What follows belongs to an exercise in optimizing a design on an open flow for small area; a production flow would make more cautious choices. At most, simulation tests tie the RTL to the original design; equivalence was not proved. For run 2, only the layout was checked, not whether the RTL still works. Power is estimated from default activity; no workload was simulated. No driver is modelled on the clock port, so clocking that relies on it looks cheaper here than on a real chip.

==> flow/design.v <==
package calc_pkg;
	typedef enum logic [2:0] {
		OP_WRITE       = 3'd0,
		OP_READ        = 3'd1,
		OP_READ2       = 3'd2,
		OP_WRITE_READ  = 3'd3,
		OP_WRITE_READ2 = 3'd4,
		OP_LESS        = 3'd5,
		OP_XOR         = 3'd6,
		OP_SHIFT       = 3'd7
	} calc_op_e;
	typedef logic [16-1:0] calc_word_t;
	typedef logic [5-1:0] calc_addr_t;
	typedef union packed {
		logic [16*8-1:0]     flat;
		logic [0:16-1][7:0] chars;
	} lcd_line_u;
endpackage
`timescale 1ns/1ns
module calc_top (
	input  logic                        PB1,
	input  logic                        reset,
	input  logic                        cmd_load,
	input  logic                        step,
	input  logic                        hold,
	input  logic [4-1:0]    nibble,
	output logic [16*8-1:0] line_top,
	output logic [16*8-1:0] line_bottom,
	output logic                        line_valid
);
	logic [2:0]  op;
	logic [3:0]  count;
	logic        step_q;
	logic        step_evt;
	logic        wr_en;
	logic        show;
	logic [4:0]  rd_addr_a;
	logic [4:0]  rd_addr_b;
	logic [4:0]  wr_addr;
	logic [15:0] entry_data;
	logic [3:0]  shift_amt;
	logic [4:0]  port_addr;
	logic [15:0] port;
	logic [15:0] wr_word;
	logic [15:0] top_bits;
	logic [15:0] bot_bits;
	logic        shown;
	logic        top_word;
	wire op_two  = (op == calc_pkg::OP_READ2) || (op == calc_pkg::OP_WRITE_READ2);
	wire op_one  = (op == calc_pkg::OP_READ) || (op == calc_pkg::OP_WRITE_READ);
	wire need_b  = op_two || (op == calc_pkg::OP_LESS) || (op == calc_pkg::OP_XOR);
	assign step_evt = step & ~step_q & ~hold & ~cmd_load;
	wire op_w   = (op == calc_pkg::OP_WRITE);
	wire op_r   = (op == calc_pkg::OP_READ);
	wire op_r2  = (op == calc_pkg::OP_READ2);
	wire op_wr  = (op == calc_pkg::OP_WRITE_READ);
	wire op_wr2 = (op == calc_pkg::OP_WRITE_READ2);
	wire op_lx  = (op == calc_pkg::OP_LESS) || (op == calc_pkg::OP_XOR);
	wire op_sh  = (op == calc_pkg::OP_SHIFT);
	wire has_b  = op_r2 || op_wr2 || op_lx;
	wire do_a_hi  = !op_w && count == 4'd1;
	wire do_a_lo  = !op_w && count == 4'd2;
	wire do_b_hi  = has_b && count == 4'd3;
	wire do_b_lo  = has_b && count == 4'd4;
	wire do_w_hi  = (op_w && count == 4'd1) || ((op_wr || op_sh) && count == 4'd3) ||
	                ((op_wr2 || op_lx) && count == 4'd5);
	wire do_w_lo  = (op_w && count == 4'd2) || ((op_wr || op_sh) && count == 4'd4) ||
	                ((op_wr2 || op_lx) && count == 4'd6);
	wire do_data  = (op_w && count >= 4'd3 && count <= 4'd6) ||
	                (op_wr && count >= 4'd5 && count <= 4'd8) ||
	                (op_wr2 && count >= 4'd7 && count <= 4'd10);
	wire do_shamt = op_sh && count == 4'd5;
	wire do_write = ((op_w || op_lx) && count == 4'd7) || (op_wr && count == 4'd9) ||
	                (op_wr2 && count == 4'd11) || (op_sh && count == 4'd6);
	wire do_show  = ((op_w || op_lx) && count == 4'd8) || (op_r && count == 4'd3) ||
	                (op_r2 && count == 4'd5) || (op_wr && count == 4'd10) ||
	                (op_wr2 && count == 4'd12) || (op_sh && count == 4'd7);
	always_ff @(posedge PB1) begin
		if (reset) begin
			op     <= calc_pkg::OP_WRITE;
			count  <= '0;
			step_q <= 1'b0;
			wr_en  <= 1'b0;
			show   <= 1'b0;
		end else begin
			step_q <= step;
			wr_en  <= step_evt && (do_write);
			show   <= step_evt && (do_show);
			if (cmd_load) begin
				op    <= nibble[2:0];
				count <= '0;
			end else if (hold) begin
				count <= '0;
			end else if (step_evt) begin
				count <= (do_show) ? 4'd0 : count + 4'd1;
			end
		end
	end
	logic [16*32-1:0] ring;
	logic [4:0]  rot;
	logic        clr;
	logic [2:0]  clr_n;
	logic        pend;
	logic [4:0]  pend_addr;
	logic [4:0]  pend_slot;
	logic        pend_on;
	logic        zero_fill;
	logic [15:0] ins_data;
	logic [3:0]  ins_sel;
	assign zero_fill = reset || clr;
	assign pend_on   = pend || wr_en;
	assign pend_slot = pend_addr - rot;
	assign ins_data  = zero_fill ? 16'd0 : entry_data;
	always_comb begin
		for (int k = 0; k < 4; k++)
			ins_sel[k] = zero_fill || (pend_on && pend_slot == 5'(8*k + 1));
	end
	always_ff @(posedge PB1) begin
		for (int s = 0; s < 32; s++) begin
			if (s % 8 == 0 && ins_sel[s/8])
				ring[16*s +: 16] <= ins_data;
			else
				ring[16*s +: 16] <= ring[16*((s+1) % 32) +: 16];
		end
	end
	always_ff @(posedge PB1) begin
		if (reset) begin
			rot   <= '0;
			clr   <= 1'b1;
			clr_n <= '0;
			pend  <= 1'b0;
		end else begin
			rot <= rot + 5'd1;
			if (clr) begin
				clr_n <= clr_n + 3'd1;
				if (clr_n == 3'd6) clr <= 1'b0;
			end
			pend <= pend_on && (ins_sel == 4'd0);
		end
	end
	logic        a_ok, b_ok;
	logic [15:0] a_word, b_word;
	logic [4:0]  look_addr;
	logic [4:0]  look_slot;
	logic        tap_hit;
	logic [15:0] tap_word;
	logic        got;
	logic [15:0] got_word;
	wire         look_b = a_ok && need_b;
	assign look_addr = look_b ? rd_addr_b : rd_addr_a;
	assign look_slot = look_addr - rot;
	always_comb begin
		tap_hit  = 1'b0;
		tap_word = ring[15:0];
		for (int t = 0; t < 11; t++) begin
			if (look_slot == 5'(3*t)) begin
				tap_hit  = 1'b1;
				tap_word = ring[16*3*t +: 16];
			end
		end
	end
	assign got      = clr || tap_hit;
	assign got_word = clr ? 16'd0 : tap_word;
	wire a_step = step_evt && (do_a_hi || do_a_lo);
	wire b_step = step_evt && (do_b_hi || do_b_lo);
	wire         b_hold = b_ok || !look_b;
	wire [15:0]  a_next = a_ok ? a_word : got_word;
	wire [15:0]  b_next = b_hold ? b_word : got_word;
	wire upd   = wr_en || (pend && ins_sel != 4'd0);
	wire a_upd = upd && (rd_addr_a == pend_addr);
	wire b_upd = upd && (rd_addr_b == pend_addr);
	always_ff @(posedge PB1) begin
		a_word <= a_upd ? entry_data : a_next;
		b_word <= b_upd ? entry_data : b_next;
		a_ok   <= !(reset || a_step) && (a_ok || got);
		b_ok   <= !(reset || b_step) && (b_ok || (look_b && got));
	end
	always_comb begin
		case (op)
			calc_pkg::OP_LESS:  wr_word = {15'd0, $signed(a_word) < $signed(b_word)};
			calc_pkg::OP_XOR:   wr_word = a_word ^ b_word;
			default:            wr_word = a_word >> shift_amt;
		endcase
	end
	always_ff @(posedge PB1) begin
		if (step_evt) begin
			if (do_a_hi)  rd_addr_a[4:1] <= nibble;
			if (do_a_lo)  rd_addr_a[0] <= nibble[0];
			if (do_b_hi)  rd_addr_b[4:1] <= nibble;
			if (do_b_lo)  rd_addr_b[0] <= nibble[0];
			if (do_w_hi)  wr_addr[4:1] <= nibble;
			if (do_w_lo)  wr_addr[0] <= nibble[0];
			if (do_shamt) shift_amt <= nibble;
		end
		if (step_evt && do_data)
			entry_data <= {entry_data[11:0], nibble};
		else if (step_evt && do_write && (op == calc_pkg::OP_LESS || op == calc_pkg::OP_XOR || op == calc_pkg::OP_SHIFT))
			entry_data <= wr_word;
		if (step_evt && do_write)
			pend_addr <= wr_addr;
	end
	always_ff @(posedge PB1) begin
		if (reset) begin
			top_bits   <= '0;
			bot_bits   <= '0;
			shown      <= 1'b0;
			top_word   <= 1'b0;
			line_valid <= 1'b0;
		end else begin
			line_valid <= show;
			if (show) begin
				shown    <= 1'b1;
				top_word <= op_two;
				if (op_two)      top_bits <= a_word;
				else if (op_one) top_bits <= {rd_addr_a, 11'd0};
				else             top_bits <= {wr_addr, 11'd0};
				if (op_two)      bot_bits <= b_next;
				else if (op_one) bot_bits <= a_next;
				else             bot_bits <= entry_data;
			end
		end
	end
	always_comb begin
		for (int i = 0; i < 16; i++) begin
			line_top[127-8*i -: 8]    = {3'b001, (i < 5) ? shown : top_word, 3'b000, top_bits[15-i]};
			line_bottom[127-8*i -: 8] = {3'b001, shown, 3'b000, bot_bits[15-i]};
		end
	end
endmodule
==> flow/flow/run.sh <==
#!/bin/bash
# Standard layout (the standard.sh: standard synthesis and ORFS steps) with these changes:
#  - constant output ports share tie cells in groups of up to 8 (flow/split_ties.tcl)
#    instead of one tie cell per port
#  - CTS inserts no dummy loads, and uses smaller clock buffers in larger sink clusters
#  - port buffers are the smallest buffer
set -euo pipefail
export SKIP_REPAIR_TIE_FANOUT=1
export POST_FLOORPLAN_TCL="$PWD/flow/split_ties.tcl"
export CTS_ARGS="-sink_clustering_enable -repair_clock_nets -dont_use_dummy_load -buf_list {sky130_fd_sc_hd__clkbuf_4 sky130_fd_sc_hd__clkbuf_8} -sink_clustering_size 16 -sink_clustering_max_diameter 80"
export BUFFER_PORTS_ARGS="-buffer_cell sky130_fd_sc_hd__buf_1"
bash standard.sh > flow_make.log 2>&1
==> flow/flow/split_ties.tcl <==
# Run after floorplan (POST_FLOORPLAN_TCL). Synthesis leaves one tie cell per constant value;
# give every group of up to 8 loads of a tie net its own tie cell, so that no tie net is long,
# while not spending a tie cell on every constant output port.
set group_size 8
set block [ord::get_db_block]
set made 0
set ties {}
foreach inst [$block getInsts] {
  if {[[$inst getMaster] getName] eq "sky130_fd_sc_hd__conb_1"} { lappend ties $inst }
}
foreach inst $ties {
  set master [$inst getMaster]
  foreach iterm [$inst getITerms] {
    set pin [[$iterm getMTerm] getName]
    if {$pin ne "HI" && $pin ne "LO"} { continue }
    set net [$iterm getNet]
    if {$net eq "NULL"} { continue }
    set loads {}
    foreach it [$net getITerms] {
      if {[$it getInst] eq $inst} { continue }
      lappend loads [list "[[$it getInst] getName]/[[$it getMTerm] getName]" i $it]
    }
    foreach bt [$net getBTerms] { lappend loads [list [$bt getName] b $bt] }
    set loads [lsort -dictionary -index 0 $loads]
    set n [llength $loads]
    # the first group stays on the existing tie
    for {set i $group_size} {$i < $n} {incr i $group_size} {
      set name "tie_split_${made}"
      set tie [odb::dbInst_create $block $master $name]
      set tnet [odb::dbNet_create $block "${name}_net"]
      [$tie findITerm $pin] connect $tnet
      foreach l [lrange $loads $i [expr {$i + $group_size - 1}]] {
        set obj [lindex $l 2]
        $obj disconnect
        $obj connect $tnet
      }
      incr made
    }
  }
}
puts "split_ties: added $made tie cells"
==> flow/standard.sh <==
#!/bin/bash
# synth_recipe.tcl (not shown) runs the flow's synth.tcl, then flattens the netlist and writes it again
# the make line also repeats each setting of config.mk as NAME=value (left out here)
make -C /OpenROAD-flow-scripts/flow DESIGN_CONFIG=/design/flow/config.mk WORK_HOME=/design/flow/orfs CLKGATE_MAP_FILE= SYNTH_SCRIPT=/design/flow/synth_recipe.tcl "${@:-finish}"
==> flow/config.mk <==
export PLATFORM = sky130hd
export DESIGN_NAME = calc_top
export DESIGN_NICKNAME = calc_top
export VERILOG_FILES = /design/flow/design.v
export SDC_FILE = /design/flow/constraint.sdc
export NUM_CORES = 4
export LEC_CHECK = 0
export ABC_AREA = 1
export CAP_MARGIN = 20
export CORE_MARGIN = 2
export CORE_UTILIZATION = 40
export SLEW_MARGIN = 20
==> flow/constraint.sdc <==
create_clock -name core_clock -period 10.0 [get_ports {PB1}]
set_input_delay 2.0000 -clock core_clock [delete_from_list [all_inputs] [get_ports {PB1}]]
set_output_delay 2.0000 -clock core_clock [all_outputs]
set_load 0.01 [all_outputs]
==> impl_metrics.env, run 1 <==
export IMPL_outcome="complete, no violations"
export IMPL_worst_hold_end="ring[123]$_DFF_P_"
export IMPL_ctsHtreeMaxLevel=2
export IMPL_global_route_overflow_total=0
export IMPL_setup_worst_path_start_class="flip-flop"
export IMPL_fp_dieH_um=240
export IMPL_post_synth_cell_area_avg_um2=8.96
export IMPL_initial_core_util_pct=40.5
export IMPL_pin_count=266
export IMPL_r2r_worst_path_cells=19
export IMPL_synthesis_nets=2533
export IMPL_r2r_start="op[2]$_SDFFE_PP0P_"
export IMPL_timing_critical_path_mode_cell="nand2_1"
export IMPL_layoutNonFillerInstCount=3098
export IMPL_critical_path_endpoint_type="flip-flop"
export IMPL_drt_pre_antenna_iters=5
export IMPL_critical_path_arrival_ns=5.38
export IMPL_dpl_cell_count=3051
export IMPL_placement_rows=86
export IMPL_drive_gt1_share_pct=4.64
export IMPL_powerDensity_nw_per_um2=181
export IMPL_die_width_um=240
export IMPL_worst_ep_required_time_ns=10.52
export IMPL_start_point_of_the_worst_hold_path="ring[139]$_DFF_P_"
export IMPL_design_area_um2=22400
export IMPL_yosysWarningCount=1
export IMPL_pin_count_of_the_biggest_net_entering_global_routing=37
export IMPL_postSynthCellCount=2490
export IMPL_detail_route_iter0_violations=1055
export IMPL_crit_type="flip-flop to flip-flop"
export IMPL_hold_depth=0
export IMPL_critical_path_fanout_max=18
export IMPL_postSynth_asyncResetShare_pct=0
export IMPL_crit_path_top_delay_cell="nor4_1"
export IMPL_wirelength_um=50400
export IMPL_drc_errors=0
export IMPL_tritoncts="built"
export IMPL_synth_distinct_cells=53
export IMPL_grt_pass1_wl_um=78400
export IMPL_postPlaceCellArea_um2=21700
export IMPL_grt_use_total_pct=17.6
export IMPL_gp_congestion=0.893
export IMPL_timing_setup_tns_ns=0
export IMPL_vias=14562
export IMPL_finalCritPeriodShare_pct=48.7
export IMPL_min_period_ns=4.87
export IMPL_p_leak_nw=9.51
export IMPL_timing_rr_end="b_ok$_DFF_P_"
export IMPL_cts_root_buffer="clkbuf_8"
export IMPL_synth_seq_area_share_pct=59.3
export IMPL_post_cts_resized=0
export IMPL_critical_path_top_delay_family="simple AND/OR/NAND/NOR gates"
export IMPL_maximum_number_of_buffers_from_clock_root_to_sink=3
export IMPL_critical_path_cell_chain="inv_2 -> nand2_2 -> nand3_2 -> o21ai_0 -> ha_1 -> inv_1 -> fa_1 -> nand3_1 -> nand2_1 -> nand2_1 -> nand2_1 -> nand2_4 -> nand2_8 -> nand2_1 -> nand2_1 -> nor4_1 -> nor2_1 -> nor2_1 -> nor4_1"
export IMPL_finalSetupViolCount=0
export IMPL_max_slew_margin_rel_pct=33.9
export IMPL_combined_area_of_all_synthesized_cells_um2=22300
export IMPL_worst_r2r_setup_slack_ns=5.13
export IMPL_clkSinkCount=641
export IMPL_area_overhead_vs_synth_pct=0.348
export IMPL_rsz0062_at_grt="no"
export IMPL_critPathMaxStageDelay_ns=0.76
export IMPL_ctsHoldBuffers=0
export IMPL_antennaDiodeCount=0
export IMPL_route_detailed_vias_per_inst=4.70
export IMPL_total_power_mw=4.06
export IMPL_drv_cap=0
export IMPL_report_final_hold_viol_count=0
export IMPL_port_buffers=73
export IMPL_num_cts_buffers=47
export IMPL_die_area_um2=57700
export IMPL_synth_ff_type="dfxtp_1"
export IMPL_final_max_slew_viol_count=0
export IMPL_n_fill_cell=5538
export IMPL_initial_antenna_violation_count=0
export IMPL_holdCritPathClass="flip-flop to flip-flop"
export IMPL_timing_clock_skew_ns=0.0534
export IMPL_place_hpwl_um=34600
export IMPL_worst_skew_pair_late_latency_ns=0.66
export IMPL_cts_clk_slew_worst_paths_ns=0.10
export IMPL_postCtsSetupBuffers=0
export IMPL_vdd_ir_drop_worst_uv=121
export IMPL_number_of_flops_mapped_to_enable_cells_by_yosys=40
export IMPL_number_of_global_route_vias_before_repair=14106
export IMPL_max_freq_mhz=205
export IMPL_sum_of_buffers_and_inverters_on_the_critical_path=2
export IMPL_wire_per_inst_um=16.3
export IMPL_core_region_area_um2=55100
export IMPL_tightestPinTransition_ns=0.985
export IMPL_antenna_violating_nets_post_route=0
export IMPL_synth_seq_cells=641
export IMPL_num_nets_final=2395
-- per-layer routing --
metal	vias up	global-route usage (%)	wire length (µm)
met2	335	27.0	21900
li1	7268	-	-
met4	0	5.36	1380
met1	6880	24.3	23900
met3	79	4.34	3320
met5	-	0	0
-- state kept, by name, indices dropped and copies added (netlist names), 3 cells and up --
| signal | count |
|---|---|
| a_word | 16 |
| pend_addr | 5 |
| rot | 5 |
| b_word | 16 |
| rd_addr_a | 5 |
| wr_addr | 5 |
| top_bits | 16 |
| count | 4 |
| entry_data | 16 |
| shift_amt | 4 |
| ring | 512 |
| rd_addr_b | 5 |
| op | 3 |
| clr_n | 3 |
| bot_bits | 16 |
-- logic make-up after synthesis --
kind of cell               Yosys count  share of synthesized area [%]
and+or+nand+nor                    961                           17.6
DFF                                641                           59.3
adders and majority gates           34                           1.97
muxes                                9                          0.404
xor gates and xnor gates            10                          0.393
other                                2                         0.0337
AOI/OAI and AO/OA                  289                           7.08
buffers and inverters              544                           13.2
-- worst max-delay path by stage --
stage | slack [ns] | depth (start not counted) | to | start
5_1_grt | 4.96 | 17 | a_ok$_DFF_P_ | op[2]$_SDFFE_PP0P_
3_5_place_dp | 4.80 | 7 | entry_data[15]$_DFFE_PP_ | step
3_3_place_gp | 4.84 | 7 | entry_data[11]$_DFFE_PP_ | step
4_1_cts | 5.20 | 17 | a_ok$_DFF_P_ | op[2]$_SDFFE_PP0P_
6_report | 5.13 | 19 | b_ok$_DFF_P_ | op[2]$_SDFFE_PP0P_
2_1_floorplan | 5.95 | 9 | entry_data[0]$_DFFE_PP_ | step
-- through the flow --
stage          hold WS (ns)  setup WS [ns]  util (%)
3_3_place_gp          0.310           4.84      39.4
4_1_cts               0.303           5.20      40.6
2_1_floorplan         0.310           5.95         -
6_report              0.306           5.13      40.6
3_5_place_dp          0.312           4.80      39.4
5_1_grt               0.310           4.96      40.6
-- final cells by class --
class	instances	area (µm²)	area share, %
clock buffer	47	647	2.89
timing repair buffer	92	420	1.88
inverter	243	915	4.09
tap	748	936	4.18
multi-input combinational	1327	6230	27.8
sequential	641	13200	59.1
-- power breakdown --
group / total [mW] / switching (mW) / internal (mW)
combinational: 0.273 / 0.205 / 0.0675
clock: 1.19 / 0.764 / 0.422
sequential: 2.60 / 0.00902 / 2.59
total: 4.06 / 0.978 / 3.08
-- cells in the mapped netlist (all sizes together) (4+ instances only) --
cell	number	area share, %
nand3	114	2.7
buf	249	8.2
xor2	6	0.24
mux2i	9	0.40
ha	32	1.8
nand2	661	11
or2	7	0.20
clkbuf	52	0.88
nor3	7	0.21
nor2	150	2.6
a211oi	4	0.13
a21oi	62	1.4
o21ai	173	3.9
nor4	6	0.17
xnor2	4	0.16
edfxtp	40	5.4
inv	240	4.0
o22ai	5	0.14
dfxtp	601	54
nand4	15	0.49
a31oi	22	0.62
o2111ai	7	0.27
-- cells in the final DEF (no fill, tap or decap), types with 4 or more instances in the layout --
| cell | Yosys | final |
|---|---|---|
| inv_1 | 221 | 221 |
| clkbuf_8 | 0 | 47 |
| conb_1 | 2 | 24 |
| o2111ai_1 | 7 | 7 |
| dfxtp_1 | 601 | 601 |
| or2_2 | 6 | 6 |
| o21ai_0 | 152 | 151 |
| nand4_1 | 14 | 14 |
| xnor2_1 | 4 | 4 |
| nor4_1 | 6 | 6 |
| buf_4 | 228 | 18 |
| buf_1 | 4 | 73 |
| nor3_1 | 6 | 5 |
| inv_2 | 18 | 18 |
| nor2_1 | 147 | 146 |
| a211oi_1 | 4 | 4 |
| ha_1 | 32 | 32 |
| xor2_1 | 6 | 6 |
| nand2_1 | 656 | 656 |
| mux2i_1 | 9 | 9 |
| o21ai_1 | 20 | 20 |
| nand3_1 | 110 | 110 |
| edfxtp_1 | 40 | 40 |
| a31oi_1 | 22 | 22 |
| a21oi_1 | 62 | 62 |
| o22ai_1 | 5 | 5 |
==> inputs of run 2 (changes only) <==
--- a/flow/design.v
+++ b/flow/design.v
@@ -101,3 +101,2 @@
 	logic        clr;
-	logic [2:0]  clr_n;
 	logic        pend;
@@ -129,3 +128,2 @@
 			clr   <= 1'b1;
-			clr_n <= '0;
 			pend  <= 1'b0;
@@ -133,6 +131,3 @@
 			rot <= rot + 5'd1;
-			if (clr) begin
-				clr_n <= clr_n + 3'd1;
-				if (clr_n == 3'd6) clr <= 1'b0;
-			end
+			if (rot == 5'd6) clr <= 1'b0;
 			pend <= pend_on && (ins_sel == 4'd0);
@@ -177,5 +172,12 @@
 	end
+	logic a_lt_b;
+	always_comb begin
+		a_lt_b = 1'b0;
+		for (int i = 0; i < 15; i++)
+			a_lt_b = (a_word[i] == b_word[i]) ? a_lt_b : b_word[i];
+		a_lt_b = (a_word[15] == b_word[15]) ? a_lt_b : a_word[15];
+	end
 	always_comb begin
 		case (op)
-			calc_pkg::OP_LESS:  wr_word = {15'd0, $signed(a_word) < $signed(b_word)};
+			calc_pkg::OP_LESS:  wr_word = {15'd0, a_lt_b};
 			calc_pkg::OP_XOR:   wr_word = a_word ^ b_word;
==> run 2 against run 1 <==
  * Critical path type unchanged
  * Largest cell class unchanged
  * Critical endpoint is now bot_bits[6]$_SDFFE_PP0P_
  * Sequential power barely moved
  * Combinational power is 1% higher
  * Non-clock buffer count fell by 7
  * Power shrank 0.34%
  * Routed wire length grew 4.3%
==> impl_metrics.env, run 2 <==
export IMPL_synth_seq_cells=638
export IMPL_pin_count_of_the_biggest_net_entering_global_routing=34
export IMPL_clkSinkCount=638
export IMPL_top_register="ring"
export IMPL_place_hpwl_um=36000
export IMPL_crit_path_top_delay_cell="nand3_2"
export IMPL_timing_setup_tns_ns=0
export IMPL_drive_gt1_share_pct=5.23
export IMPL_die_area_um2=57500
export IMPL_outcome="complete, no violations"
export IMPL_drc_errors=0
export IMPL_rsz0062_at_grt="no"
export IMPL_synth_top_cell_area_share_pct=53.9
export IMPL_synth_seq_area_share_pct=59.3
export IMPL_vias=14656
export IMPL_largest_reg_flops=512
export IMPL_synthTopCellsByArea="dfxtp_1, nand2_1, buf_4, edfxtp_1, o21ai_0"
export IMPL_worst_skew_pair_late_latency_ns=0.66
export IMPL_p_leak_nw=9.56
export IMPL_tritoncts="built"
export IMPL_critPathMaxStageDelay_ns=0.59
export IMPL_p_int_mw=3.06
export IMPL_crit_type="flip-flop to flip-flop"
export IMPL_postPlaceCellArea_um2=21600
export IMPL_worst_ep_required_time_ns=10.46
export IMPL_critical_path_endpoint_type="flip-flop"
export IMPL_max_freq_mhz=205
export IMPL_core_region_area_um2=55000
export IMPL_antenna_violating_nets_post_route=0
export IMPL_route_detailed_vias_per_inst=4.73
export IMPL_critical_path_arrival_ns=5.34
export IMPL_drt_pre_antenna_iters=5
export IMPL_synth_top_cells_by_count="nand2_1, dfxtp_1, buf_4"
export IMPL_holdCritPathClass="flip-flop to flip-flop"
export IMPL_synth_ff_type="dfxtp_1"
export IMPL_placement_rows=86
export IMPL_mostFrequentLayoutCell="nand2_1"
export IMPL_combPwrFrac_pct=6.8
export IMPL_timing_critical_path_mode_cell="nand2_1"
export IMPL_number_of_global_route_vias_before_repair=14284
export IMPL_postSynth_asyncResetShare_pct=0
export IMPL_cts_root_buffer="clkbuf_8"
export IMPL_n_fill_cell=5475
export IMPL_worst_hold_slack_ns=0.287
export IMPL_max_slew_margin_rel_pct=30.4
export IMPL_die_width_um=240
export IMPL_seqPwrFrac_pct=63.9
export IMPL_post_synth_cell_area_avg_um2=8.90
export IMPL_fp_dieH_um=240
export IMPL_layout_cells_most_common_list="nand2_1, dfxtp_1, inv_1"
export IMPL_area_overhead_vs_synth_pct=0.236
export IMPL_finalSetupViolCount=0
export IMPL_design_area_um2=22300
export IMPL_grt_pass1_wl_um=81500
export IMPL_num_nets_final=2382
export IMPL_utilization_pct=40.5
export IMPL_initial_antenna_violation_count=0
export IMPL_powerDensity_nw_per_um2=181
export IMPL_ctsHtreeMaxLevel=2
export IMPL_power_share_of_the_clock_group_pct=29.2
export IMPL_gp_congestion=0.879
export IMPL_synth_distinct_cells=49
export IMPL_min_period_ns=4.88
export IMPL_report_final_hold_viol_count=0
export IMPL_vdd_ir_drop_worst_uv=92.9
export IMPL_cts_clk_slew_worst_paths_ns=0.10
export IMPL_port_buffers=73
export IMPL_netlist_top_cell_by_area="dfxtp_1"
export IMPL_postSynthCellCount=2498
export IMPL_switching_share_pct=24.3
export IMPL_number_of_flops_mapped_to_enable_cells_by_yosys=40
export IMPL_ctsHoldBuffers=0
export IMPL_detail_route_iter0_violations=1107
export IMPL_netSwitchingPower_uw=983
export IMPL_global_route_overflow_total=0
export IMPL_antennaDiodeCount=0
export IMPL_wirelength_um=52600
export IMPL_postCtsSetupBuffers=0
export IMPL_yosysWarningCount=1
export IMPL_maximum_number_of_buffers_from_clock_root_to_sink=3
export IMPL_grt_use_total_pct=18.4
export IMPL_drv_cap=0
export IMPL_initial_core_util_pct=40.4
export IMPL_wire_per_inst_um=17.0
export IMPL_final_max_slew_viol_count=0
export IMPL_critical_path_fanout_max=17
export IMPL_num_cts_buffers=47
export IMPL_setup_worst_path_start_class="flip-flop"
export IMPL_post_cts_resized=0
export IMPL_synthesis_nets=2525
export IMPL_pin_count=266
export IMPL_synthMostInstantiatedCell="nand2_1"
export IMPL_finalCritPeriodShare_pct=48.8
export IMPL_tightestPinTransition_ns=1.04
export IMPL_timing_clock_skew_ns=0.0962
export IMPL_combined_area_of_all_synthesized_cells_um2=22200
==> run 2: path summary, 6_finish.rpt <==
| path | from | to | slack, ns | depth (start not counted) |
|---|---|---|---|---|
| worst max-delay path | op[2]$_SDFFE_PP0P_ | bot_bits[6]$_SDFFE_PP0P_ | 5.12 | 28 |
| worst min-delay path | ring[451]$_DFF_P_ | ring[435]$_DFF_P_ | 0.29 | 0 |
| worst max register to register | op[2]$_SDFFE_PP0P_ | bot_bits[6]$_SDFFE_PP0P_ | 5.12 | 28 |
| worst min register to register | ring[451]$_DFF_P_ | ring[435]$_DFF_P_ | 0.29 | 0 |
==> run 2: area by class of cell <==
type	count	area, µm²	area share, %
Tap cell	748	936	4.20
Inverter	218	823	3.69
Timing Repair Buffer	85	379	1.70
Clock buffer	47	647	2.90
Multi-Input combinational cell	1365	6320	28.4
Sequential cell	638	13200	59.1
==> run 2: power by group through the flow <==
stage               sequential [mW]  clock (mW)  combinational, mW
global placement               2.64           0              0.273
finish                         2.58        1.18              0.277
global route                   2.59        1.32              0.312
CTS                            2.58        1.23              0.276
floorplan                      2.64           0              0.259
detailed placement             2.64           0              0.276
==> run 2: cells by family (layout without fill, tap and decap cells) <==
logic type	Yosys count	after routing	synth area share, %
AND/OR/NAND/NOR	1025	1025	19.1
other	2	24	0.0338
XOR/XNOR	22	22	0.867
multiplexers	6	6	0.270
AO/OA/AOI/OAI	270	270	6.64
flip-flops	638	638	59.3
buffers and inverters	517	350	12.8
adder cells (fa/ha/maj)	18	18	1.08
==> run 2: stage by stage <==
stage	setup WS (ns)	power, mW	cells
global route	4.76	4.22	3101
detailed placement	5.17	2.92	3053
floorplan	5.50	2.90	2498
CTS	5.16	4.09	3100
global placement	5.27	2.92	3052
finish	5.12	4.04	3101
==> run 2: metal layers <==
layer / vias to the layer above / global-route usage [%] / routed length, µm
met1: 6888 / 25.1 / 24400
met4: 0 / 5.91 / 1340
met3: 84 / 2.73 / 3020
met2: 419 / 30.1 / 23800
li1: 7265 / - / -
met5: - / 0 / 0
==> run 2: worst max-delay path: cells and delay by family, from the launching register on <==
family / cells / cell delay, ns
AOI/OAI and AO/OA: 1 / 0.25
adders and majority gates: 2 / 0.75
buffers and inverters: 4 / 0.42
DFF: 1 / 0.44
and+or+nand+nor: 21 / 2.83
==> inputs of run 3 (changes only) <==
--- a/flow/design.v
+++ b/flow/design.v
@@ -137,4 +137,2 @@
 	logic [15:0] a_word, b_word;
-	logic [4:0]  look_addr;
-	logic [4:0]  look_slot;
 	logic        tap_hit;
@@ -144,14 +142,29 @@
 	wire         look_b = a_ok && need_b;
-	assign look_addr = look_b ? rd_addr_b : rd_addr_a;
-	assign look_slot = look_addr - rot;
-	always_comb begin
-		tap_hit  = 1'b0;
-		tap_word = ring[15:0];
-		for (int t = 0; t < 11; t++) begin
-			if (look_slot == 5'(3*t)) begin
-				tap_hit  = 1'b1;
-				tap_word = ring[16*3*t +: 16];
-			end
-		end
-	end
+	logic [10:0] tap_sel;
+	logic [2:0]  op_nx;
+	logic [4:0]  a_nx, b_nx, look_nx, slot_nx;
+	logic        a_ok_nx;
+	always_comb begin
+		op_nx = reset ? calc_pkg::OP_WRITE : (cmd_load ? nibble[2:0] : op);
+		a_nx  = rd_addr_a;
+		b_nx  = rd_addr_b;
+		if (step_evt && do_a_hi) a_nx[4:1] = nibble;
+		if (step_evt && do_a_lo) a_nx[0]   = nibble[0];
+		if (step_evt && do_b_hi) b_nx[4:1] = nibble;
+		if (step_evt && do_b_lo) b_nx[0]   = nibble[0];
+		a_ok_nx = !(reset || a_step) && (a_ok || got);
+		look_nx = (a_ok_nx && (op_nx == calc_pkg::OP_READ2 || op_nx == calc_pkg::OP_WRITE_READ2 ||
+		           op_nx == calc_pkg::OP_LESS || op_nx == calc_pkg::OP_XOR)) ? b_nx : a_nx;
+		slot_nx = look_nx - (reset ? 5'd0 : rot + 5'd1);
+	end
+	always_ff @(posedge PB1) begin
+		for (int t = 0; t < 11; t++)
+			tap_sel[t] <= (slot_nx == 5'(3*t));
+	end
+	always_comb begin
+		tap_word = '0;
+		for (int t = 0; t < 11; t++)
+			tap_word = tap_word | ({16{tap_sel[t]}} & ring[16*3*t +: 16]);
+	end
+	assign tap_hit = |tap_sel;
 	assign got      = clr || tap_hit;
@@ -169,3 +182,3 @@
 		b_word <= b_upd ? entry_data : b_next;
-		a_ok   <= !(reset || a_step) && (a_ok || got);
+		a_ok   <= a_ok_nx;
 		b_ok   <= !(reset || b_step) && (b_ok || (look_b && got));
--- a/flow/config.mk
+++ b/flow/config.mk
@@ -7,3 +7,2 @@
 export LEC_CHECK = 0
-export ABC_AREA = 1
 export CAP_MARGIN = 20
==> run 3 against run 2 <==
  * Clock-buffer cell count is 1 lower
  * Combinational power is 51% lower
  * Critical path type is now input port to flip-flop
  * Highest routed layer unchanged
  * Sequential power is 2% higher
  * Power is 3.1% lower
  * Still clean
==> impl_metrics.env, run 3 <==
export IMPL_route_detailed_vias_per_inst=5.06
export IMPL_ff_latch_area_um2=13400
export IMPL_initial_antenna_violation_count=1
export IMPL_utilization_pct=40.7
export IMPL_mostFrequentLayoutCell="dfxtp_1"
export IMPL_cts_clk_slew_worst_paths_ns=0.10
export IMPL_max_slew_margin_rel_pct=26.0
export IMPL_synth_top_cells_by_count="dfxtp_1, buf_4, mux2i_1"
export IMPL_postCtsSetupBuffers=0
export IMPL_crit_path_top_delay_cell="clkbuf_2"
export IMPL_postSynth_asyncResetShare_pct=0
export IMPL_layout_cells_most_common_list="dfxtp_1, mux2i_1, nor2_1"
export IMPL_critical_path_fanout_max=31
export IMPL_cts_root_buffer="clkbuf_8"
export IMPL_timing_setup_tns_ns=0
export IMPL_finalCritPeriodShare_pct=52.1
export IMPL_setup_worst_path_start_class="input port"
export IMPL_post_cts_resized=0
export IMPL_wire_per_inst_um=19.9
export IMPL_maximum_number_of_buffers_from_clock_root_to_sink=3
export IMPL_antennaDiodeCount=0
export IMPL_detail_route_iter0_violations=794
export IMPL_critical_path_cell_chain="clkbuf_2 -> nor2_1 -> a21boi_0 -> nand2_2 -> or3_1 -> o211ai_1 -> ha_1 -> fa_1 -> inv_1 -> a21o_1 -> a21oi_1 -> xnor2_1 -> xor2_1 -> nor4b_1"
export IMPL_die_area_um2=55600
export IMPL_grt_use_total_pct=16.5
export IMPL_holdCritPathClass="flip-flop to flip-flop"
export IMPL_number_of_flops_mapped_to_enable_cells_by_yosys=40
export IMPL_p_leak_nw=8.11
export IMPL_gp_congestion=0.871
export IMPL_switching_share_pct=22.0
export IMPL_antenna_violating_nets_post_route=0
export IMPL_worst_skew_pair_late_latency_ns=0.62
export IMPL_total_power_mw=3.92
export IMPL_report_final_hold_viol_count=0
export IMPL_area_overhead_vs_synth_pct=0.0758
export IMPL_crit_type="input port to flip-flop"
export IMPL_drc_errors=0
export IMPL_port_buffers=73
export IMPL_die_width_um=236
export IMPL_yosysWarningCount=1
export IMPL_num_cts_buffers=46
export IMPL_grt_util_met2_pct=27.0
export IMPL_synthMostInstantiatedCell="dfxtp_1"
export IMPL_ctsHoldBuffers=0
export IMPL_sum_of_buffers_and_inverters_on_the_critical_path=2
export IMPL_combined_area_of_all_synthesized_cells_um2=21500
export IMPL_number_of_global_route_vias_before_repair=11759
export IMPL_seqPwrFrac_pct=66.9
export IMPL_tritoncts="built"
export IMPL_num_nets_final=1701
export IMPL_rsz0062_at_grt="no"
export IMPL_drive_gt1_share_pct=7.66
export IMPL_fp_dieH_um=236
export IMPL_synth_seq_area_share_pct=62.3
export IMPL_ctsHtreeMaxLevel=2
export IMPL_multi_input_comb_area_um2=5970
export IMPL_pin_count_of_the_biggest_net_entering_global_routing=65
export IMPL_top_register="ring"
export IMPL_synth_ff_type="dfxtp_1"
export IMPL_combPwrFrac_pct=3.5
export IMPL_initial_core_util_pct=40.6
export IMPL_core_region_area_um2=52900
export IMPL_synth_top_cell_area_share_pct=56.7
export IMPL_timing_clock_skew_ns=0.0435
export IMPL_largest_reg_flops=512
export IMPL_postSynthCellCount=1820
export IMPL_globalRoute_busiestLayer="met2"
export IMPL_critical_path_top_delay_family="simple AND/OR/NAND/NOR gates"
export IMPL_wirelength_um=46900
export IMPL_drv_cap=0
export IMPL_p_int_mw=3.05
export IMPL_vias=11931
export IMPL_critical_path_arrival_ns=5.73
export IMPL_vdd_ir_drop_worst_uv=91.7
export IMPL_critPathMaxStageDelay_ns=0.53
export IMPL_synthTopCellsByArea="dfxtp_1, buf_4, mux2i_1, edfxtp_1, nor2_1"
export IMPL_gr_usage_met3_pct=2.95
export IMPL_netlist_top_cell_by_area="dfxtp_1"
export IMPL_powerDensity_nw_per_um2=182
export IMPL_worst_ep_required_time_ns=10.51
export IMPL_outcome="complete, no violations"
export IMPL_placement_rows=84
export IMPL_tightestPinTransition_ns=1.11
export IMPL_power_share_of_the_clock_group_pct=29.7
export IMPL_netSwitchingPower_uw=863
export IMPL_post_synth_cell_area_avg_um2=11.8
export IMPL_drt_pre_antenna_iters=7
export IMPL_min_period_ns=5.21
export IMPL_grt_pass1_wl_um=70800
export IMPL_synth_seq_cells=649
export IMPL_max_freq_mhz=192
export IMPL_synthesis_nets=1847
export IMPL_final_max_slew_viol_count=0
export IMPL_grt_util_met1_pct=22.7
export IMPL_pin_count=266
export IMPL_global_route_overflow_total=0
export IMPL_synth_distinct_cells=65
export IMPL_n_fill_cell=4985
export IMPL_critical_path_endpoint_type="flip-flop"
export IMPL_finalSetupViolCount=0
export IMPL_clkSinkCount=649
export IMPL_place_hpwl_um=30000
## run 3: cell count changes in the layout (fill, tap and decap cells not counted), sizes merged, moves of 47 or more
cell and change:
inv -167, o21ai -124, nand2 -686, a22oi +47, mux2i +132, nand3 -83
## run 3: cells by family after synthesis
logic type	Yosys count	synth area share, %
DFF	649	62.3
buffers and inverters	362	10.4
and+or+nand+nor	293	6.68
AOI/OAI and AO/OA	277	9.06
muxes	170	8.37
xor gates and xnor gates	44	1.79
adders and majority gates	23	1.35
other	2	0.0350
## run 3: power by group through the flow
| stage | sequential (mW) | combinational [mW] | clock, mW |
|---|---|---|---|
| floorplan | 2.67 | 0.158 | 0 |
| global placement | 2.68 | 0.133 | 0 |
| detailed placement | 2.68 | 0.135 | 0 |
| CTS | 2.62 | 0.135 | 1.21 |
| global route | 2.62 | 0.147 | 1.30 |
| finish | 2.62 | 0.135 | 1.16 |
## run 3: worst paths after layout
path                      from                 end  slack [ns]  cells past startpoint
max                      reset  tap_sel[0]$_DFF_P_        4.79                     14
min          ring[463]$_DFF_P_   ring[447]$_DFF_P_        0.31                      0
max reg2reg      op[2]$_DFF_P_  tap_sel[0]$_DFF_P_        5.65                     14
min reg2reg  ring[463]$_DFF_P_   ring[447]$_DFF_P_        0.31                      0
## run 3: layer usage
metal  part of all wire (%)  vias up
met2                     46      383
li1                       -     5676
met3                    6.0       76
met4                    2.2        0
met5                      0        -
met1                     46     5796
## run 3: worst reg2reg max path, stage by stage (launching register included)
cell and delay [ns]:
dfxtp_1 0.84, mux2i_1 0.20, a21oi_1 0.18, a21boi_0 0.48
nand2_2 0.17, or3_1 0.39, o211ai_1 0.10, ha_1 0.23
fa_1 0.27, inv_1 0.06, a21o_1 0.17, a21oi_1 0.19
xnor2_1 0.15, xor2_1 0.52, nor4b_1 0.30
## run 3: metrics by stage
stage / cell area (µm²) / hold WS [ns] / instances / worst slack (ns)
2_1_floorplan: 21500 / 0.310 / 1820 / 4.90
4_1_cts: 21500 / 0.313 / 2360 / 4.84
3_3_place_gp: 20900 / 0.310 / 2314 / 4.29
3_5_place_dp: 20900 / 0.312 / 2314 / 4.16
5_1_grt: 21500 / 0.301 / 2360 / 4.43
6_report: 21500 / 0.309 / 2360 / 4.79
## run 3: layout make-up
class | instances | share of cell area [%]
well taps | 688 | 4.00
multi-input cells | 831 | 27.8
flip-flops and latches | 649 | 62.3
inverters | 48 | 0.838
repair buffers | 98 | 2.15
clock buffers | 46 | 2.94
==> inputs of run 4 (changes only) <==
--- a/flow/config.mk
+++ b/flow/config.mk
@@ -7,2 +7,3 @@
 export LEC_CHECK = 0
+export ABC_AREA = 1
 export CAP_MARGIN = 20
==> run 4 against run 3 <==
  * Setup slack better by 0.13 ns
  * Clock skew fell by 0.0061 ns
  * Die area fell by 0.33%
  * Clock-buffer cell count unchanged
  * Sequential power barely moved
  * Worst hold slack got worse by 0.0077 ns
  * Fmax is 2.6% higher
  * Via count rose by 12%
  * First-iteration DRC count up 49%
  * Combinational power up 24%
  * Cell count increased by 17%
==> impl_metrics.env, run 4 <==
export IMPL_power_share_of_the_clock_group_pct=29.6
export IMPL_synth_ff_type="dfxtp_1"
export IMPL_finalSetupViolCount=0
export IMPL_number_of_flops_mapped_to_enable_cells_by_yosys=40
export IMPL_synthMostInstantiatedCell="dfxtp_1"
export IMPL_setup_worst_path_start_class="input port"
export IMPL_vias=13347
export IMPL_grt_use_total_pct=17.6
export IMPL_synth_top_cells_by_count="dfxtp_1, nand2_1, buf_4"
export IMPL_critical_path_cell_chain="buf_1 -> buf_4 -> inv_1 -> o21ai_0 -> a21oi_1 -> or2_2 -> nand3_4 -> o211ai_1 -> o21ai_0 -> ha_1 -> fa_1 -> o21ai_0 -> xnor2_1 -> or2_4 -> nand2_4 -> inv_4 -> nor2_2"
export IMPL_worst_skew_pair_late_latency_ns=0.63
export IMPL_port_buffers=73
export IMPL_antenna_violating_nets_post_route=0
export IMPL_synth_seq_area_share_pct=62.5
export IMPL_critical_path_arrival_ns=5.64
export IMPL_maximum_number_of_buffers_from_clock_root_to_sink=3
export IMPL_critPathMaxStageDelay_ns=0.68
export IMPL_num_cts_buffers=46
export IMPL_grt_pass1_wl_um=76200
export IMPL_vdd_ir_drop_worst_uv=90.2
export IMPL_drt_pre_antenna_iters=5
export IMPL_r2r_worst_path_cells=16
export IMPL_tightestPinTransition_ns=1.02
export IMPL_synth_seq_cells=649
export IMPL_crit_cells=17
export IMPL_largest_reg_flops=512
export IMPL_sum_of_buffers_and_inverters_on_the_critical_path=4
export IMPL_initial_core_util_pct=40.6
export IMPL_dpl_cell_count=2715
export IMPL_mostFrequentLayoutCell="dfxtp_1"
export IMPL_min_period_ns=5.08
export IMPL_worst_ep_required_time_ns=10.56
export IMPL_num_nets_final=2102
export IMPL_route_detailed_vias_per_inst=4.83
export IMPL_detail_route_iter0_violations=1180
export IMPL_post_synth_cell_area_avg_um2=9.70
export IMPL_report_final_hold_viol_count=0
export IMPL_die_area_um2=55400
export IMPL_finalCritPeriodShare_pct=50.8
export IMPL_yosysWarningCount=1
export IMPL_postCtsSetupBuffers=0
export IMPL_drv_cap=0
export IMPL_ctsHoldBuffers=0
export IMPL_place_hpwl_um=33500
export IMPL_initial_antenna_violation_count=0
export IMPL_netSwitchingPower_uw=916
export IMPL_post_route_worst_setup_slack_ns=4.92
export IMPL_combined_area_of_all_synthesized_cells_um2=21400
export IMPL_timing_setup_tns_ns=0
export IMPL_synth_distinct_cells=55
export IMPL_crit_type="input port to flip-flop"
export IMPL_hold_depth=0
export IMPL_gp_congestion=0.946
export IMPL_die_width_um=235
export IMPL_cts_root_buffer="clkbuf_8"
export IMPL_holdCritPathClass="flip-flop to flip-flop"
export IMPL_clkSinkCount=649
export IMPL_synthesis_nets=2234
export IMPL_crit_path_top_delay_cell="inv_1"
export IMPL_netlist_top_cell_by_area="dfxtp_1"
export IMPL_wirelength_um=49800
export IMPL_fp_dieH_um=235
export IMPL_cts_clk_slew_worst_paths_ns=0.10
export IMPL_wire_per_inst_um=18.0
export IMPL_timing_critical_path_mode_cell="o21ai_0"
export IMPL_pin_count=266
export IMPL_max_freq_mhz=197
export IMPL_global_route_overflow_total=0
export IMPL_top_register="ring"
export IMPL_final_max_slew_viol_count=0
export IMPL_outcome="complete, no violations"
export IMPL_timing_clock_skew_ns=0.0374
export IMPL_synthTopCellsByArea="dfxtp_1, nand2_1, buf_4, edfxtp_1, o21ai_0"
export IMPL_powerDensity_nw_per_um2=186
export IMPL_placement_rows=84
export IMPL_ctsHtreeMaxLevel=2
export IMPL_layout_cells_most_common_list="dfxtp_1, nand2_1, o21ai_0"
export IMPL_critical_path_endpoint_type="flip-flop"
export IMPL_antennaDiodeCount=0
export IMPL_critical_path_top_delay_family="buffers and inverters"
export IMPL_layoutNonFillerInstCount=2761
export IMPL_drive_gt1_share_pct=5.60
export IMPL_p_leak_nw=8.63
export IMPL_critical_path_fanout_max=31
export IMPL_p_int_mw=3.08
export IMPL_worst_hold_slack_ns=0.301
export IMPL_postSynth_asyncResetShare_pct=0
export IMPL_placement_setup_worst_slack_ns=4.36
export IMPL_post_cts_resized=0
export IMPL_rsz0062_at_grt="no"
export IMPL_number_of_global_route_vias_before_repair=12824
export IMPL_synth_top_cell_area_share_pct=56.9
export IMPL_combPwrFrac_pct=4.2
export IMPL_area_overhead_vs_synth_pct=0.0526
export IMPL_pin_count_of_the_biggest_net_entering_global_routing=36
export IMPL_tritoncts="built"
export IMPL_core_region_area_um2=52800
export IMPL_switching_share_pct=22.9
export IMPL_postSynthCellCount=2207
export IMPL_max_slew_margin_rel_pct=31.9
export IMPL_seqPwrFrac_pct=66.2
export IMPL_drc_errors=0
run 4: cells by family after synthesis:
logic type,Yosys count,share of synthesized area (%)
simple gates,745,14.2
compound gates,331,9.10
buf+inv,433,11.8
fa+ha+maj,18,1.12
xor+xnor,22,0.900
other cells,2,0.0351
mux,7,0.327
flops,649,62.5
run 4: power by group through the flow:
stage	combinational, mW	clock, mW	sequential (mW)
5_1_grt	0.185	1.30	2.65
3_3_place_gp	0.163	0	2.70
6_report	0.167	1.18	2.64
2_1_floorplan	0.177	0	2.70
4_1_cts	0.166	1.22	2.64
3_5_place_dp	0.165	0	2.70
run 4: final cells by class:
class,count,area [µm²]
multi-input combinational,1147,5590
inverter,136,513
timing repair buffer,95,439
clock buffer,46,633
fill,5240,31300
tap,688,861
sequential,649,13400
run 4: routing by layer:
layer	vias to the layer above	routed length, µm	GRT usage, %
li1	6528	-	-
met1	6391	24500	25.7
met2	359	22000	27.5
met3	69	2430	2.85
met4	0	840	3.78
met5	-	0	0
run 4: final timing paths:
check,start,endpoint,slack [ns]
worst max-delay path,reset,tap_sel[4]$_DFF_P_,4.92
worst min-delay path,ring[503]$_DFF_P_,ring[487]$_DFF_P_,0.30
worst max register to register,step_q$_SDFF_PP0_,tap_sel[4]$_DFF_P_,6.34
worst min register to register,ring[503]$_DFF_P_,ring[487]$_DFF_P_,0.30
run 4: worst reg2reg max path, cell delays in order, from the launching register on:
cell,delay (ns)
dfxtp_1,0.32
nor2_1,0.13
inv_1,0.06
nor2_2,0.36
inv_1,0.23
nor4_1,0.53
nand2_1,0.10
o21ai_0,0.10
o21ai_0,0.13
ha_1,0.26
fa_1,0.45
o21ai_0,0.27
xnor2_1,0.14
or2_4,0.27
nand2_4,0.09
inv_4,0.06
nor2_2,0.09
run 4: stage by stage:
step	total power, mW	instance area (µm²)	util, %
floorplan	2.87	21400	-
global placement	2.87	20800	39.4
detailed placement	2.87	20800	39.4
CTS	4.02	21400	40.6
global route	4.14	21400	40.6
finish	3.99	21400	40.6
==> inputs of run 5 (changes only) <==
--- a/flow/design.v
+++ b/flow/design.v
@@ -118,4 +118,5 @@
 		for (int s = 0; s < 32; s++) begin
-			if (s % 8 == 0 && ins_sel[s/8])
-				ring[16*s +: 16] <= ins_data;
+			if (s % 8 == 0)
+				ring[16*s +: 16] <= (ring[16*(s+1) +: 16] & {16{!ins_sel[s/8]}}) |
+				                    (entry_data & {16{ins_sel[s/8] && !zero_fill}});
 			else
==> run 5 against run 4 <==
  * Still clean
  * Fmax grew 11%
  * Clock power is essentially flat
  * Clock skew grew 0.033 ns
  * First-iteration DRC count shrank 22%
  * Die area shrank 0.60%
  * Non-clock buffer count shrank 4
  * Routed wire length shrank 0.85%
==> impl_metrics.env, run 5 <==
export IMPL_outcome="complete, no violations"
export IMPL_area_overhead_vs_synth_pct=0.253
export IMPL_hold_depth=0
export IMPL_synthesis_nets=2186
export IMPL_synth_top_cell_area_share_pct=57.3
export IMPL_combined_area_of_all_synthesized_cells_um2=21300
export IMPL_wire_per_inst_um=18.2
export IMPL_post_synth_cell_area_avg_um2=9.86
export IMPL_post_cts_resized=0
export IMPL_netlist_top_cell_by_area="dfxtp_1"
export IMPL_drc_errors=0
export IMPL_global_route_overflow_total=0
export IMPL_cts_clk_slew_worst_paths_ns=0.10
export IMPL_num_cts_buffers=47
export IMPL_placement_rows=84
export IMPL_critPathMaxStageDelay_ns=0.40
export IMPL_largest_reg_flops=512
export IMPL_drv_cap=0
export IMPL_crit_type="input port to flip-flop"
export IMPL_powerDensity_nw_per_um2=184
export IMPL_gp_congestion=0.953
export IMPL_mostFrequentLayoutCell="dfxtp_1"
export IMPL_r2r_worst_path_cells=15
export IMPL_number_of_flops_mapped_to_enable_cells_by_yosys=40
export IMPL_grt_pass1_wl_um=75900
export IMPL_multi_input_comb_area_um2=5460
export IMPL_critical_path_top_delay_family="buffers and inverters"
export IMPL_placement_setup_worst_slack_ns=4.82
export IMPL_clkSinkCount=649
export IMPL_pin_count_of_the_biggest_net_entering_global_routing=36
export IMPL_critical_path_fanout_max=33
export IMPL_die_width_um=235
export IMPL_report_final_hold_viol_count=0
export IMPL_wirelength_um=49400
export IMPL_postSynthCellCount=2159
export IMPL_timing_setup_tns_ns=0
export IMPL_die_area_um2=55100
export IMPL_rsz0062_at_grt="no"
export IMPL_postSynth_asyncResetShare_pct=0
export IMPL_layout_cells_most_common_list="dfxtp_1, nand2_1, o21ai_0"
export IMPL_yosysWarningCount=1
export IMPL_max_slew_margin_rel_pct=25.2
export IMPL_post_route_worst_setup_slack_ns=5.42
export IMPL_initial_core_util_pct=40.5
export IMPL_detail_route_iter0_violations=925
export IMPL_cts_root_buffer="clkbuf_8"
export IMPL_p_leak_nw=8.31
export IMPL_initial_antenna_violation_count=2
export IMPL_core_region_area_um2=52600
export IMPL_holdCritPathClass="flip-flop to flip-flop"
export IMPL_crit_cells=17
export IMPL_finalSetupViolCount=0
export IMPL_top_register="ring"
export IMPL_grt_use_total_pct=17.5
export IMPL_number_of_global_route_vias_before_repair=13043
export IMPL_sum_of_buffers_and_inverters_on_the_critical_path=4
export IMPL_critical_path_cell_chain="clkbuf_2 -> buf_4 -> inv_2 -> o21ai_1 -> a21oi_1 -> o21ai_0 -> inv_2 -> nand2_2 -> a31oi_1 -> ha_1 -> fa_1 -> o21ai_0 -> xnor2_1 -> nand3b_1 -> nand2_2 -> nand2_1 -> nor2_1"
export IMPL_min_period_ns=4.58
export IMPL_synth_ff_type="dfxtp_1"
export IMPL_fp_dieH_um=235
export IMPL_antennaDiodeCount=0
export IMPL_ctsHtreeMaxLevel=2
export IMPL_vdd_ir_drop_worst_uv=83.7
export IMPL_antenna_violating_nets_post_route=0
export IMPL_port_buffers=73
export IMPL_timing_clock_skew_ns=0.0703
export IMPL_critical_path_endpoint_type="flip-flop"
export IMPL_num_nets_final=2058
export IMPL_synth_seq_cells=649
export IMPL_final_max_slew_viol_count=0
export IMPL_postCtsSetupBuffers=0
export IMPL_critical_path_arrival_ns=5.09
export IMPL_worst_skew_pair_late_latency_ns=0.62
export IMPL_setup_worst_path_start_class="input port"
export IMPL_crit_path_top_delay_cell="buf_4"
export IMPL_synth_distinct_cells=58
export IMPL_ctsHoldBuffers=0
export IMPL_worst_ep_required_time_ns=10.52
export IMPL_synthMostInstantiatedCell="dfxtp_1"
export IMPL_place_hpwl_um=32800
export IMPL_drt_pre_antenna_iters=5
export IMPL_ff_latch_area_um2=13400
export IMPL_drive_gt1_share_pct=5.27
export IMPL_n_fill_cell=5173
export IMPL_tightestPinTransition_ns=1.12
export IMPL_max_freq_mhz=219
export IMPL_vias=13291
export IMPL_synth_top_cells_by_count="dfxtp_1, nand2_1, buf_4"
export IMPL_finalCritPeriodShare_pct=45.8
export IMPL_route_detailed_vias_per_inst=4.89
export IMPL_tritoncts="built"
export IMPL_synthTopCellsByArea="dfxtp_1, buf_4, nand2_1, edfxtp_1, o21ai_0"
export IMPL_pin_count=266
export IMPL_synth_seq_area_share_pct=62.9
export IMPL_maximum_number_of_buffers_from_clock_root_to_sink=3
-- run 5: cell count changes after synthesis, sizes merged, moves of 9 or more --
| cell | previous run | this run |
|---|---|---|
| nor2 | 135 | 111 |
| a21oi | 90 | 64 |
| inv | 133 | 145 |
| o21ai | 145 | 220 |
| nand2 | 533 | 452 |
| buf | 246 | 232 |
| a221oi | 16 | 7 |
-- run 5: power breakdown --
part / switching, mW / total, mW / internal [mW]
registers: 0.0100 / 2.62 / 2.61
clock network: 0.759 / 1.18 / 0.422
logic: 0.106 / 0.130 / 0.0246
-- run 5: final cells by class --
cell class,count,area share (%)
tap,688,4.03
sequential,649,62.8
inverter,145,2.56
multi-input combinational,1097,25.6
clock buffer,47,3.03
timing repair buffer,91,2.02
-- run 5: final timing paths --
path                                         start                 end  slack (ns)
worst max register to register  tap_sel[2]$_DFF_P_  tap_sel[0]$_DFF_P_        6.42
worst min-delay path             ring[325]$_DFF_P_   ring[309]$_DFF_P_        0.28
worst max-delay path                         reset  tap_sel[0]$_DFF_P_        5.42
worst min register to register   ring[325]$_DFF_P_   ring[309]$_DFF_P_        0.28
-- run 5: cell families (layout without fill, tap and decap cells) --
family / Yosys count / in the layout / share of synthesized area (%)
AND/OR/NAND/NOR: 649 / 649 / 12.7
AO/OA/AOI/OAI: 376 / 376 / 10.1
buffers and inverters: 435 / 283 / 11.8
multiplexers: 8 / 8 / 0.382
XOR/XNOR: 22 / 22 / 0.941
adder cells (fa/ha/maj): 18 / 18 / 1.13
other: 2 / 24 / 0.0353
flip-flops: 649 / 649 / 62.9
-- run 5: worst register-to-register path, stage by stage (launching register included) --
cell	delay, ns
dfxtp_1	1.07
nor4_1	0.11
nand3_1	0.21
nor2_1	0.09
nor4_4	0.21
nand2_2	0.18
nor2_1	0.12
a31oi_1	0.06
ha_1	0.22
fa_1	0.40
o21ai_0	0.22
xnor2_1	0.11
nand3b_1	0.19
nand2_2	0.16
nand2_1	0.09
nor2_1	0.09
-- run 5: through the flow --
step / power [mW] / hold slack, ns / cells / cell area [µm²] / util, %
4_1_cts: 3.97 / 0.274 / 2716 / 21300 / 40.6
5_1_grt: 4.08 / 0.290 / 2717 / 21300 / 40.6
2_1_floorplan: 2.83 / 0.310 / 2159 / 21300 / -
6_report: 3.93 / 0.281 / 2717 / 21300 / 40.6
3_5_place_dp: 2.81 / 0.312 / 2669 / 20700 / 39.3
3_3_place_gp: 2.81 / 0.310 / 2669 / 20700 / 39.3
-- run 5: per-layer routing --
layer  GRT usage, %  wire length, µm  vias up
met3           2.87             2770       91
met2           28.0            21900      406
li1               -                -     6450
met4           5.77             1560        0
met5              0                0        -
met1           24.3            23100     6344
==> inputs of run 6 (changes only) <==
--- a/flow/design.v
+++ b/flow/design.v
@@ -118,5 +118,4 @@
 		for (int s = 0; s < 32; s++) begin
-			if (s % 8 == 0)
-				ring[16*s +: 16] <= (ring[16*(s+1) +: 16] & {16{!ins_sel[s/8]}}) |
-				                    (entry_data & {16{ins_sel[s/8] && !zero_fill}});
+			if (s % 8 == 0 && ins_sel[s/8])
+				ring[16*s +: 16] <= ins_data;
 			else
--- a/flow/flow/run.sh
+++ b/flow/flow/run.sh
@@ -9,3 +9,3 @@
 export POST_FLOORPLAN_TCL="$PWD/flow/split_ties.tcl"
-export CTS_ARGS="-sink_clustering_enable -repair_clock_nets -dont_use_dummy_load -buf_list {sky130_fd_sc_hd__clkbuf_4 sky130_fd_sc_hd__clkbuf_8} -sink_clustering_size 16 -sink_clustering_max_diameter 80"
+export CTS_ARGS="-sink_clustering_enable -repair_clock_nets -dont_use_dummy_load -buf_list {sky130_fd_sc_hd__clkbuf_16} -sink_clustering_size 30 -sink_clustering_max_diameter 100"
 export BUFFER_PORTS_ARGS="-buffer_cell sky130_fd_sc_hd__buf_1"
==> run 6 against run 5 <==
  * Cell area is 0.38% higher
  * Clock skew is 0.021 ns lower
  * Clock power hardly changed
  * Sequential share of layout area is 0.23 points lower
  * Worst hold slack better by 0.025 ns
  * Largest power group unchanged
  * Still clean on timing, DRC and antenna
==> impl_metrics.env, run 6 <==
export IMPL_outcome="complete, no violations"
export IMPL_wire_per_inst_um=18.0
export IMPL_pin_count=266
export IMPL_drt_pre_antenna_iters=5
export IMPL_max_freq_mhz=195
export IMPL_drv_cap=0
export IMPL_combined_area_of_all_synthesized_cells_um2=21400
export IMPL_worst_ep_required_time_ns=10.51
export IMPL_placement_rows=84
export IMPL_synth_ff_type="dfxtp_1"
export IMPL_finalCritPeriodShare_pct=51.3
export IMPL_critical_path_startpoint="reset"
export IMPL_drc_errors=0
export IMPL_post_synth_fa_ha_maj_area_fraction_pct=1.12
export IMPL_tritoncts="built"
export IMPL_initial_antenna_violation_count=0
export IMPL_synthesis_nets=2234
export IMPL_synth_distinct_cells=55
export IMPL_critical_path_arrival_ns=5.64
export IMPL_dpl_cell_count=2715
export IMPL_r2r_start="step_q$_SDFF_PP0_"
export IMPL_vias=13255
export IMPL_largest_family_of_logic_cells_by_synthesized_area="simple AND/OR/NAND/NOR gates"
export IMPL_tightestPinTransition_ns=1.04
export IMPL_worst_skew_pair_late_latency_ns=0.59
export IMPL_rsz0062_at_grt="no"
export IMPL_gp_congestion=0.946
export IMPL_post_cts_resized=0
export IMPL_number_of_global_route_vias_before_repair=12626
export IMPL_yosysWarningCount=1
export IMPL_n_fill_cell=5215
export IMPL_global_route_overflow_total=0
export IMPL_grt_pass1_wl_um=75300
export IMPL_crit_path_top_delay_cell="inv_1"
export IMPL_max_slew_margin_rel_pct=30.3
export IMPL_layoutNonFillerInstCount=2740
export IMPL_synth_simple_gate_area_share_pct=14.2
export IMPL_holdCritPathClass="flip-flop to flip-flop"
export IMPL_worst_hold_slack_ns=0.306
export IMPL_grt_use_total_pct=17.3
export IMPL_powerDensity_nw_per_um2=187
export IMPL_pin_count_of_the_biggest_net_entering_global_routing=36
export IMPL_core_region_area_um2=52800
export IMPL_clkSinkCount=649
export IMPL_postSynthCellCount=2207
export IMPL_synthTopCellsByArea="dfxtp_1, nand2_1, buf_4, edfxtp_1, o21ai_0"
export IMPL_r2r_worst_path_cells=16
export IMPL_crit_type="input port to flip-flop"
export IMPL_ff_latch_area_um2=13400
export IMPL_die_width_um=235
export IMPL_netlist_top_cell_by_area="dfxtp_1"
export IMPL_wirelength_um=49300
export IMPL_synth_compound_area_share_pct=9.10
export IMPL_cts_clk_slew_worst_paths_ns=0.11
export IMPL_sum_of_buffers_and_inverters_on_the_critical_path=4
export IMPL_critical_path_top_delay_family="buffers and inverters"
export IMPL_crit_cells=17
export IMPL_detail_route_iter0_violations=1211
export IMPL_drive_gt1_share_pct=4.63
export IMPL_synth_top_cell_area_share_pct=56.9
export IMPL_critical_path_endpoint_type="flip-flop"
export IMPL_fp_dieH_um=235
export IMPL_multi_input_comb_area_um2=5590
export IMPL_area_overhead_vs_synth_pct=0.0176
export IMPL_setup_worst_path_start_class="input port"
export IMPL_cts_root_buffer="clkbuf_16"
export IMPL_postCtsSetupBuffers=0
export IMPL_num_nets_final=2081
export IMPL_largest_reg_flops=512
export IMPL_initial_core_util_pct=40.6
export IMPL_timing_rr_end="tap_sel[4]$_DFF_P_"
export IMPL_synth_top_cells_by_count="dfxtp_1, nand2_1, buf_4"
export IMPL_crit_end="tap_sel[4]$_DFF_P_"
export IMPL_synth_xor_area_share_pct=0.900
export IMPL_p_leak_nw=8.61
export IMPL_post_synth_cell_area_avg_um2=9.70
export IMPL_layout_cells_most_common_list="dfxtp_1, nand2_1, o21ai_0"
export IMPL_critical_path_cell_chain="buf_1 -> buf_4 -> inv_1 -> o21ai_0 -> a21oi_1 -> or2_2 -> nand3_4 -> o211ai_1 -> o21ai_0 -> ha_1 -> fa_1 -> o21ai_0 -> xnor2_1 -> or2_4 -> nand2_4 -> inv_4 -> nor2_2"
export IMPL_postSynth_asyncResetShare_pct=0
export IMPL_min_period_ns=5.13
export IMPL_design_area_um2=21400
export IMPL_die_area_um2=55400
export IMPL_synthMostInstantiatedCell="dfxtp_1"
export IMPL_vdd_ir_drop_worst_uv=125
export IMPL_synth_seq_area_share_pct=62.5
export IMPL_mostFrequentLayoutCell="dfxtp_1"
export IMPL_port_buffers=73
export IMPL_number_of_flops_mapped_to_enable_cells_by_yosys=40
export IMPL_timing_critical_path_mode_cell="o21ai_0"
export IMPL_place_hpwl_um=33500
export IMPL_route_detailed_vias_per_inst=4.84
export IMPL_total_power_mw=4.00
export IMPL_report_final_hold_viol_count=0
export IMPL_final_max_slew_viol_count=0
export IMPL_critical_path_fanout_max=31
export IMPL_num_cts_buffers=25
export IMPL_top_register="ring"
export IMPL_critPathMaxStageDelay_ns=0.67
export IMPL_timing_setup_tns_ns=0
export IMPL_timing_clock_skew_ns=0.0494
export IMPL_antennaDiodeCount=0
export IMPL_postPlaceCellArea_um2=20800
export IMPL_worst_r2r_setup_slack_ns=6.33
export IMPL_ctsHtreeMaxLevel=1
export IMPL_synth_seq_cells=649
export IMPL_ctsHoldBuffers=0
export IMPL_finalSetupViolCount=0
export IMPL_antenna_violating_nets_post_route=0
export IMPL_maximum_number_of_buffers_from_clock_root_to_sink=3
export IMPL_yosys_mux_area_fraction_pct=0.327
## run 6: cell types whose count changed in the layout (fill, tap and decap cells not counted), moves of 7 or more
cell,previous run,this run
nand2_1,447,529
clkbuf_8,47,0
o21ai_0,150,129
o21ai_1,68,15
nor2_2,1,14
a21oi_1,64,90
inv_2,17,9
a221oi_1,7,16
nor2_1,108,120
clkbuf_16,0,25
a22o_1,10,17
## run 6: per-stage QoR
step | utilization [%] | setup slack (ns)
floorplan | - | 5.35
global placement | 39.4 | 4.59
detailed placement | 39.4 | 4.36
CTS | 40.6 | 4.94
global route | 40.6 | 4.55
finish | 40.6 | 4.87
## run 6: area by class of cell
class | count | share of cell area [%]
sequential | 649 | 62.5
multi-input combinational | 1147 | 26.1
tap | 688 | 4.02
clock buffer | 25 | 2.92
inverter | 136 | 2.40
timing repair buffer | 95 | 2.05
## run 6: logic make-up (layout without fill, tap and decap cells)
| group | after synthesis | in the layout |
|---|---|---|
| simple gates | 745 | 745 |
| xor+xnor | 22 | 22 |
| fa+ha+maj | 18 | 18 |
| compound gates | 331 | 331 |
| mux | 7 | 7 |
| flops | 649 | 649 |
| buf+inv | 433 | 256 |
| other cells | 2 | 24 |
## run 6: how the worst min path moves through the flow
| stage | start | slack (ns) | cells past startpoint | end |
|---|---|---|---|---|
| after detailed placement | ring[163]$_DFF_P_ | 0.31 | 0 | ring[147]$_DFF_P_ |
| after floorplan | ring[116]$_DFF_P_ | 0.31 | 0 | ring[100]$_DFF_P_ |
| final | ring[316]$_DFF_P_ | 0.31 | 0 | ring[300]$_DFF_P_ |
| after CTS | ring[316]$_DFF_P_ | 0.30 | 0 | ring[300]$_DFF_P_ |
| after global routing | ring[316]$_DFF_P_ | 0.31 | 0 | ring[300]$_DFF_P_ |
| after global placement | ring[370]$_DFF_P_ | 0.31 | 0 | ring[354]$_DFF_P_ |
## run 6: metal layers
layer  up-vias  GRT usage [%]  share of wire, %
li1       6490              -                 -
met4         0           3.11               1.6
met3        54           2.02               4.4
met1      6375           25.6                49
met2       336           27.4                45
met5         -              0                 0
## run 6: power by group
group / internal [mW] / leakage (nW) / switching (mW) / total, mW
Combinational: 0.0363 / 3.02 / 0.130 / 0.166
Sequential: 2.63 / 5.27 / 0.0172 / 2.64
Clock: 0.452 / 0.308 / 0.741 / 1.19
Total: 3.12 / 8.61 / 0.888 / 4.00

[static timing again, ports no longer ideal]
The results above use ideal ports. As a check the final layouts listed here were re-extracted and re-timed, cells and wires unchanged.
Step 1 (the two cells are an assumption about what drives the block):
set clk [get_ports {PB1}]
set_driving_cell -lib_cell sky130_fd_sc_hd__clkbuf_16 $clk
set_driving_cell -lib_cell sky130_fd_sc_hd__buf_2 [delete_from_list [all_inputs] $clk]
Step 2 adds t to the input delays and takes it off the output delays; t is the mean of the earliest and latest rising clock arrival at the registers after step 1. Input paths then give back, and output paths get back, about the clock's delay inside the block.
Three values: no drivers, after step 1, after step 2; two values: the first two.
run | shift t [ns] | setup slack, ns | worst hold slack (ns) | latest minus earliest clock arrival (ns)
run 1 | 0.686 | 5.132 / 5.132 / 5.132 | 0.306 / 0.306 / 0.306 | 0.054 / 0.054
run 2 | 0.669 | 5.120 / 5.120 / 5.120 | 0.287 / 0.287 / 0.287 | 0.097 / 0.097
run 3 | 0.653 | 4.787 / 4.808 / 4.155 | 0.309 / 0.309 / 0.309 | 0.053 / 0.053
run 4 | 0.663 | 4.917 / 4.946 / 4.282 | 0.301 / 0.301 / 0.301 | 0.051 / 0.051
run 5 | 0.635 | 5.425 / 5.450 / 4.816 | 0.281 / 0.281 / 0.281 | 0.074 / 0.073
run 6 | 0.621 | 4.871 / 4.905 / 4.284 | 0.306 / 0.306 / 0.306 | 0.051 / 0.051
After both steps every run listed still meets setup and hold. The setup slack of run 4, which loses most, moves by +0.029 ns with the drivers and by -0.635 ns with both steps.
